Background: an optimization exercise with open tools, aiming at small area, a short achievable clock period and few clock cycles. Do not read the settings as production practice.
In this exercise RTL edits were held to simulation tests only and were not proved equivalent to the original.
Power and IR drop assume default switching activity.

## mcs51_core
module mcs51_core #(
  parameter int IRAM_SIZE = mcs51_pkg::IRAM_SIZE_DEFAULT
) (
  input  logic        clk,
  input  logic        reset_n,
  output logic [15:0] code_addr,
  input  logic [7:0]  code_rdata,
  output logic [7:0]  sfr_raddr,
  input  logic [7:0]  sfr_rdata,
  output logic [7:0]  sfr_waddr,
  output logic [7:0]  sfr_wdata,
  output logic        sfr_we
);
  localparam logic [1:0] F_OPC = 2'd0;
  localparam logic [1:0] F_B1  = 2'd1;
  localparam logic [1:0] F_B2  = 2'd2;
  logic [7:0] iram [128];
  logic [31:0] rn_one;   
  logic [7:0] acc;
  logic [7:1] psw;       
  logic [7:0] b_reg;
  logic [7:0] sp_reg;
  logic [15:0] pc;
  logic [1:0]  fst;
  logic [7:0]  f_opc;
  logic [7:0]  f_op1;
  logic        r_v;
  logic [3:0]  r_alu;
  logic [1:0]  r_src;
  logic [1:0]  r_dst;
  logic [7:0]  r_imm;
  logic        r_rn;     
  logic [7:0]  raddr;    
  logic        x_v;
  logic [3:0]  x_alu;
  logic [7:0]  x_reg;    
  logic        x_int;    
  logic [7:0]  waddr;
  logic        x_wr_acc;
  logic        x_wr_iram;
  ...
Settings: LEC_CHECK=0, CAP_MARGIN=20, CORE_MARGIN=2, CORE_UTILIZATION=40, SETUP_SLACK_MARGIN=5, SLEW_MARGIN=20; clock period 10.0 ns.
run.sh (not shown) runs the stock make flow with config.mk's settings and CLKGATE_MAP_FILE= SYNTH_SCRIPT=/design/flow/synth_recipe.tcl, a recipe that flattens the netlist after the stock synthesis.
Testbench counts at the start, summed over its fixed seeds: cycles 39,651.
Rerun with:
ABC_CLOCK_PERIOD_IN_PS = 3500   (was unset)
After rerunning: The new run went through all stages and came out clean; hold slack does not change; global-route usage stays the same; combinational power stays flat; clock-buffer cell count is unchanged.

---

Another version of the RTL of mcs51_core (not shown whole).
Size in the first run: roughly 1300 flip-flops, ~52000 um2 of cells after synthesis.
==> flow/design.v (excerpt) <==
module mcs51_core #(
  parameter int IRAM_SIZE = mcs51_pkg::IRAM_SIZE_DEFAULT
) (
  input  logic        clk,
  input  logic        reset_n,
  output logic [15:0] code_addr,
  input  logic [7:0]  code_rdata,
  output logic [7:0]  sfr_raddr,
  input  logic [7:0]  sfr_rdata,
  output logic [7:0]  sfr_waddr,
  output logic [7:0]  sfr_wdata,
  output logic        sfr_we
);
clock: 10.0 ns
lec_check: 0
cap_margin: 20
core_margin: 2
core_utilization: 40
slew_margin: 20
synth_hierarchical: 1
synth_minimum_keep_size: 0
standard.sh (not shown) runs the stock make flow with config.mk's settings and CLKGATE_MAP_FILE= SYNTH_SCRIPT=/design/flow/synth_recipe.tcl, a recipe that flattens the netlist after the stock synthesis.
==> flow/flow/run.sh <==
#!/bin/bash
# The standard ORFS layout with three changes: adders are left to ABC as plain
# gates (no full/half-adder cells, which ABC cannot restructure for speed),
# timing repair aims past the clock period (repair_timing's setup margin), and
# no gate cloning, which can leave an overloaded driver after the last design
# repair.
set -euo pipefail
bash standard.sh SETUP_SLACK_MARGIN=7.0 SKIP_GATE_CLONING=1 ADDER_MAP_FILE= finish > standard_flow.log 2>&1
Testbench counts at the start, summed over its fixed seeds: cycles 39,651.
Change:
--- a/flow/flow/run.sh
+++ b/flow/flow/run.sh
@@ -7,2 +7,2 @@
 set -euo pipefail
-bash standard.sh SETUP_SLACK_MARGIN=7.0 SKIP_GATE_CLONING=1 ADDER_MAP_FILE= finish > standard_flow.log 2>&1
+bash standard.sh SETUP_SLACK_MARGIN=6.8 SKIP_GATE_CLONING=1 ADDER_MAP_FILE= finish > standard_flow.log 2>&1
CORE_UTILIZATION = 45   (was 40)
After rerunning:
- global-route usage rose by 2.1 points
- core utilization rose by 4.8 points
- sequential power is about the same
- via count fell by 0.46%
- non-clock buffer count fell by 39
Change:
--- a/flow/flow/run.sh
+++ b/flow/flow/run.sh
@@ -7,2 +7,2 @@
 set -euo pipefail
-bash standard.sh SETUP_SLACK_MARGIN=6.8 SKIP_GATE_CLONING=1 ADDER_MAP_FILE= finish > standard_flow.log 2>&1
+bash standard.sh SETUP_SLACK_MARGIN=7.3 SKIP_GATE_CLONING=1 ADDER_MAP_FILE= finish > standard_flow.log 2>&1
CORE_UTILIZATION = 40   (was 45)
The new run completed with no timing, DRC or antenna violations.
Via count went up by 0.55%.
Total power went up by 4.3%.
Setup slack gains 0.0039 ns.
Routed wire length climbs by 3.6%.
Clock-buffer cell count decreases by 5.
Register-to-register slack gets better by 0.07 ns.
Change:
--- a/flow/flow/run.sh
+++ b/flow/flow/run.sh
@@ -7,2 +7,2 @@
 set -euo pipefail
-bash standard.sh SETUP_SLACK_MARGIN=7.3 SKIP_GATE_CLONING=1 ADDER_MAP_FILE= finish > standard_flow.log 2>&1
+bash standard.sh SETUP_SLACK_MARGIN=6.8 SKIP_GATE_CLONING=1 ADDER_MAP_FILE= finish > standard_flow.log 2>&1
Result: Core utilization falls by 2.2 points; maximum frequency barely changes; non-clock buffer count falls by 110; routed wire length falls by 5.8%; via count falls by 3.2%; sequential share of layout area rises by 2.6 points; area after synthesis stays the same; sequential power barely changes.

---

## oak
mcs51_core, a different RTL version from the one above (not shown whole).
Size: ~3100 cells after synthesis.
clock: 10.0 ns
lec_check: 0
cap_margin: 20
core_margin: 2
core_utilization: 40
slew_margin: 20
==> flow/flow/run.sh <==
#!/bin/bash
# The standard ORFS layout with two changes: adders are left to ABC as plain
# gates (no full/half-adder cells, which ABC cannot restructure for speed), and
# timing repair aims past the clock period (repair_timing's setup margin).
set -euo pipefail
bash standard.sh SETUP_SLACK_MARGIN=6.5 ADDER_MAP_FILE= finish > standard_flow.log 2>&1
Every stage of the flow completed for oak, and the final layout passed the timing, design-rule and antenna checks.
Testbench counts of oak, summed over its fixed seeds: cycles 39,651.
Here is what was changed in the inputs of pine compared with oak.
==> flow/flow/run.sh <==
#!/bin/bash
# The standard ORFS layout, with timing repair aimed past the clock period
# (repair_timing's setup margin) and without gate cloning, which can leave
# an overloaded driver after the last design repair.
set -euo pipefail
bash standard.sh SETUP_SLACK_MARGIN=6.5 SKIP_GATE_CLONING=1 finish > standard_flow.log 2>&1
Findings:
- On proportion of layout cells with a drive suffix above 1: between oak and pine, it ends up higher for pine.
- Final worst-path cycle share: pine < oak
- Looking at areal power density over the cells, pine sits 12 nW/µm² below oak.
- Of oak and pine, the run reporting the lower largest vdd supply drop was oak.
- Re critical path depth: oak was lower than pine.
- Relative to oak, number of antenna cells inserted has decreased by 1 in pine.
- Compared oak against pine; count of endpoints failing hold in the final timing report within noise.
- First-iteration DRC count is lower on pine
- Lower portion of total power attributed to sequential cells was reported by oak, not pine.
- [diff] total power, pine relative to oak: improvement
- Clock skew of oak is on par with pine.

---

Another version of the RTL of mcs51_core (not shown whole).
Size in the first run: about 1,300 flip-flops, ~59 I/O pins, ~53,000 µm² of cells after synthesis.
==> flow/config.mk <==
export PLATFORM = sky130hd
export DESIGN_NAME = mcs51_core
export DESIGN_NICKNAME = mcs51_core
export VERILOG_FILES = /design/flow/design.v
export SDC_FILE = /design/flow/constraint.sdc
export NUM_CORES = 4
export LEC_CHECK = 0
export CAP_MARGIN = 20
export CORE_MARGIN = 2
export CORE_UTILIZATION = 40
export CTS_CLUSTER_SIZE = 25
export SLEW_MARGIN = 20
==> flow/constraint.sdc <==
create_clock -name core_clock -period 10.0 [get_ports {clk}]
set_input_delay 2.0000 -clock core_clock [delete_from_list [all_inputs] [get_ports {clk}]]
set_output_delay 2.0000 -clock core_clock [all_outputs]
set_load 0.01 [all_outputs]
==> flow/flow/run.sh <==
#!/bin/bash
# The standard ORFS layout with three changes: adders are left to ABC as plain
# gates (no full/half-adder cells, which ABC cannot restructure for speed),
# timing repair aims past the clock period (repair_timing's setup margin), and
# no gate cloning, which can leave an overloaded driver after the last design
# repair.
set -euo pipefail
bash standard.sh SETUP_SLACK_MARGIN=6.5 SKIP_GATE_CLONING=1 ADDER_MAP_FILE= finish > standard_flow.log 2>&1
Testbench counts at the start, summed over its fixed seeds: cycles 39,651.
Then changed:
- CTS_CLUSTER_SIZE: 25 -> unset
Result: Clock-buffer cell count stays the same. Die area does not change. Final cell count is unchanged.

---

## before
RTL: one of the versions met above, not the one the previous note started from.
Size: about 3000 cells after synthesis, ~1300 flip-flops, roughly 59 I/O pins.
// mcs51_core
module mcs51_core #(
  parameter int IRAM_SIZE = mcs51_pkg::IRAM_SIZE_DEFAULT
) (
  input  logic        clk,
  input  logic        reset_n,
  output logic [15:0] code_addr,
  input  logic [7:0]  code_rdata,
  output logic [7:0]  sfr_raddr,
  input  logic [7:0]  sfr_rdata,
  output logic [7:0]  sfr_waddr,
  output logic [7:0]  sfr_wdata,
  output logic        sfr_we
);
  localparam logic [1:0] F_OPC = 2'd0;
  localparam logic [1:0] F_B1  = 2'd1;
  localparam logic [1:0] F_B2  = 2'd2;
  logic [7:0] iram [128];
  logic [31:0] rn_one;   
  logic [7:0] acc;
  logic [7:1] psw;       
  logic [7:0] b_reg;
  logic [7:0] sp_reg;
  logic [15:0] pc;
  logic [1:0]  fst;
  logic [7:0]  f_opc;
  logic [7:0]  f_op1;
  logic        r_v;
  logic [3:0]  r_alu;
  logic [1:0]  r_src;
  logic [1:0]  r_dst;
  logic [7:0]  r_imm;
  logic        r_rn;     
  logic [7:0]  raddr;    
  logic        x_v;
  logic [7:0]  x_reg;    
  logic        x_int;    
  logic [7:0]  waddr;
  logic        x_wr_acc;
  ...
clock: 10.0 ns
lec_check: 0
cap_margin: 20
core_margin: 2
core_utilization: 40
slew_margin: 20
synth_hierarchical: 1
synth_minimum_keep_size: 0
Scripts as last shown in full above: flow/flow/run.sh
Every stage of the flow completed for before, and the final layout passed the timing, design-rule and antenna checks.
Testbench counts of before, summed over its fixed seeds: cycles 39,651.
> inputs changed (before -> after)
diff --git a/flow/flow/run.sh b/flow/flow/run.sh
--- a/flow/flow/run.sh
+++ b/flow/flow/run.sh
@@ -7,2 +7,2 @@
 set -euo pipefail
-bash standard.sh SETUP_SLACK_MARGIN=6.5 SKIP_GATE_CLONING=1 ADDER_MAP_FILE= finish > standard_flow.log 2>&1
+bash standard.sh SETUP_SLACK_MARGIN=6.65 SKIP_GATE_CLONING=1 ADDER_MAP_FILE= finish > standard_flow.log 2>&1
[summary]
- after went all the way through the flow, and no timing, DRC or antenna check failed.
- Synthesized-area fraction occupied by and/or/nand/nor cells across before and after: no real change.
- Relative to before, the transition time of the tightest slew-check pin of after is higher by 0.010 ns.
- after — leakage power 0.22 nW higher, before as reference
- Higher count of clock buffers in the final design goes to before over after.
- [compare] base=before new=after: detailed-route wire length on metal 1 saw an increase; final critical path time including I/O delays and setup saw a decrease.
- In terms of area taken by flip-flops and latches, before and after differ only marginally.

---

mcs51_core, a different RTL version from the one above (not shown whole).
For scale: about 3000 cells after synthesis, about 1200 flip-flops, ~51000 µm² of cells after synthesis.
export LEC_CHECK = 0
export CAP_MARGIN = 20
export CORE_MARGIN = 2
export CORE_UTILIZATION = 40
export SLEW_MARGIN = 20
create_clock -name core_clock -period 10.0 [get_ports {clk}]
==> flow/flow/run.sh <==
#!/bin/bash
# The standard ORFS layout, with timing repair aimed past the clock period
# (repair_timing's setup margin) so that the achieved period is shorter.
set -euo pipefail
bash standard.sh SETUP_SLACK_MARGIN=6.5 finish > standard_flow.log 2>&1
Testbench counts at the start, summed over its fixed seeds: cycles 39,651.
==> next run, changes <==
==> flow/run.sh (new file) <==
#!/bin/bash
# synth_recipe.tcl (not shown) runs the flow's synth.tcl, then flattens the netlist and writes it again
# the make line also repeats each setting of config.mk as NAME=value (left out here)
make -C /OpenROAD-flow-scripts/flow DESIGN_CONFIG=/design/flow/config.mk WORK_HOME=/design/flow/orfs CLKGATE_MAP_FILE= SYNTH_SCRIPT=/design/flow/synth_recipe.tcl finish
removed: flow/flow/run.sh
removed: flow/standard.sh
Non-clock buffer count fell by 340.
First-iteration DRC count fell by 21%.
Final cell count fell by 6.8%.
Design area fell by 11%.
Power fell by 22%.
Global-route usage fell by 4.1 points.
Setup slack is worse by 1.6 ns.
Clock skew fell by 0.011 ns.
Register-to-register slack is worse by 1.6 ns.
Combinational power fell by about 50%.
Synthesized area is unchanged.

## static timing again, ports no longer ideal
How much do the figures lean on ideal ports? The routed layouts below were timed once more, with nothing changed but the port constraints.
Step 1 sets driving cells, clkbuf_16 on the clock port and buf_2 on the other inputs (assumed; they add their load-dependent delay and slew).
Step 2 moves the port delays by t, midway between the first and last clock arrival at a register: inputs arrive t later, outputs are due t later. That takes back most of the time a late clock gives input paths.
a / b / c = no drivers / after step 1 / after step 2; a / b = the first two.
run | t, ns | slack for setup (ns) | clock arrival spread, ns
the first run of note 1 | 0.830 | 5.087 / 5.087 / 4.384 | 0.035 / 0.034
the second run of note 1 | 0.830 | 5.087 / 5.087 / 4.384 | 0.035 / 0.034
the first run of note 2 | 0.824 | 6.619 / 6.583 / 6.077 | 0.035 / 0.035
the second run of note 2 | 0.806 | 6.659 / 6.611 / 6.027 | 0.034 / 0.034
the third run of note 2 | 0.816 | 6.663 / 6.583 / 6.006 | 0.044 / 0.044
the fourth run of note 2 | 0.833 | 6.653 / 6.571 / 5.937 | 0.035 / 0.035
oak | 0.785 | 6.124 / 6.159 / 5.374 | 0.028 / 0.028
pine | 0.807 | 6.184 / 6.184 / 5.444 | 0.033 / 0.033
the first run of note 4 | 0.815 | 6.092 / 6.118 / 5.303 | 0.029 / 0.030
the second run of note 4 | 0.815 | 6.092 / 6.118 / 5.303 | 0.029 / 0.030
before | 0.813 | 6.548 / 6.481 / 5.815 | 0.041 / 0.040
after | 0.829 | 6.664 / 6.591 / 5.901 | 0.028 / 0.028
the first run of note 6 | 0.812 | 5.637 / 5.637 / 5.468 | 0.053 / 0.053
the second run of note 6 | 0.774 | 4.007 / 4.007 / 4.007 | 0.043 / 0.043
After both steps setup and hold are still met in every run listed.
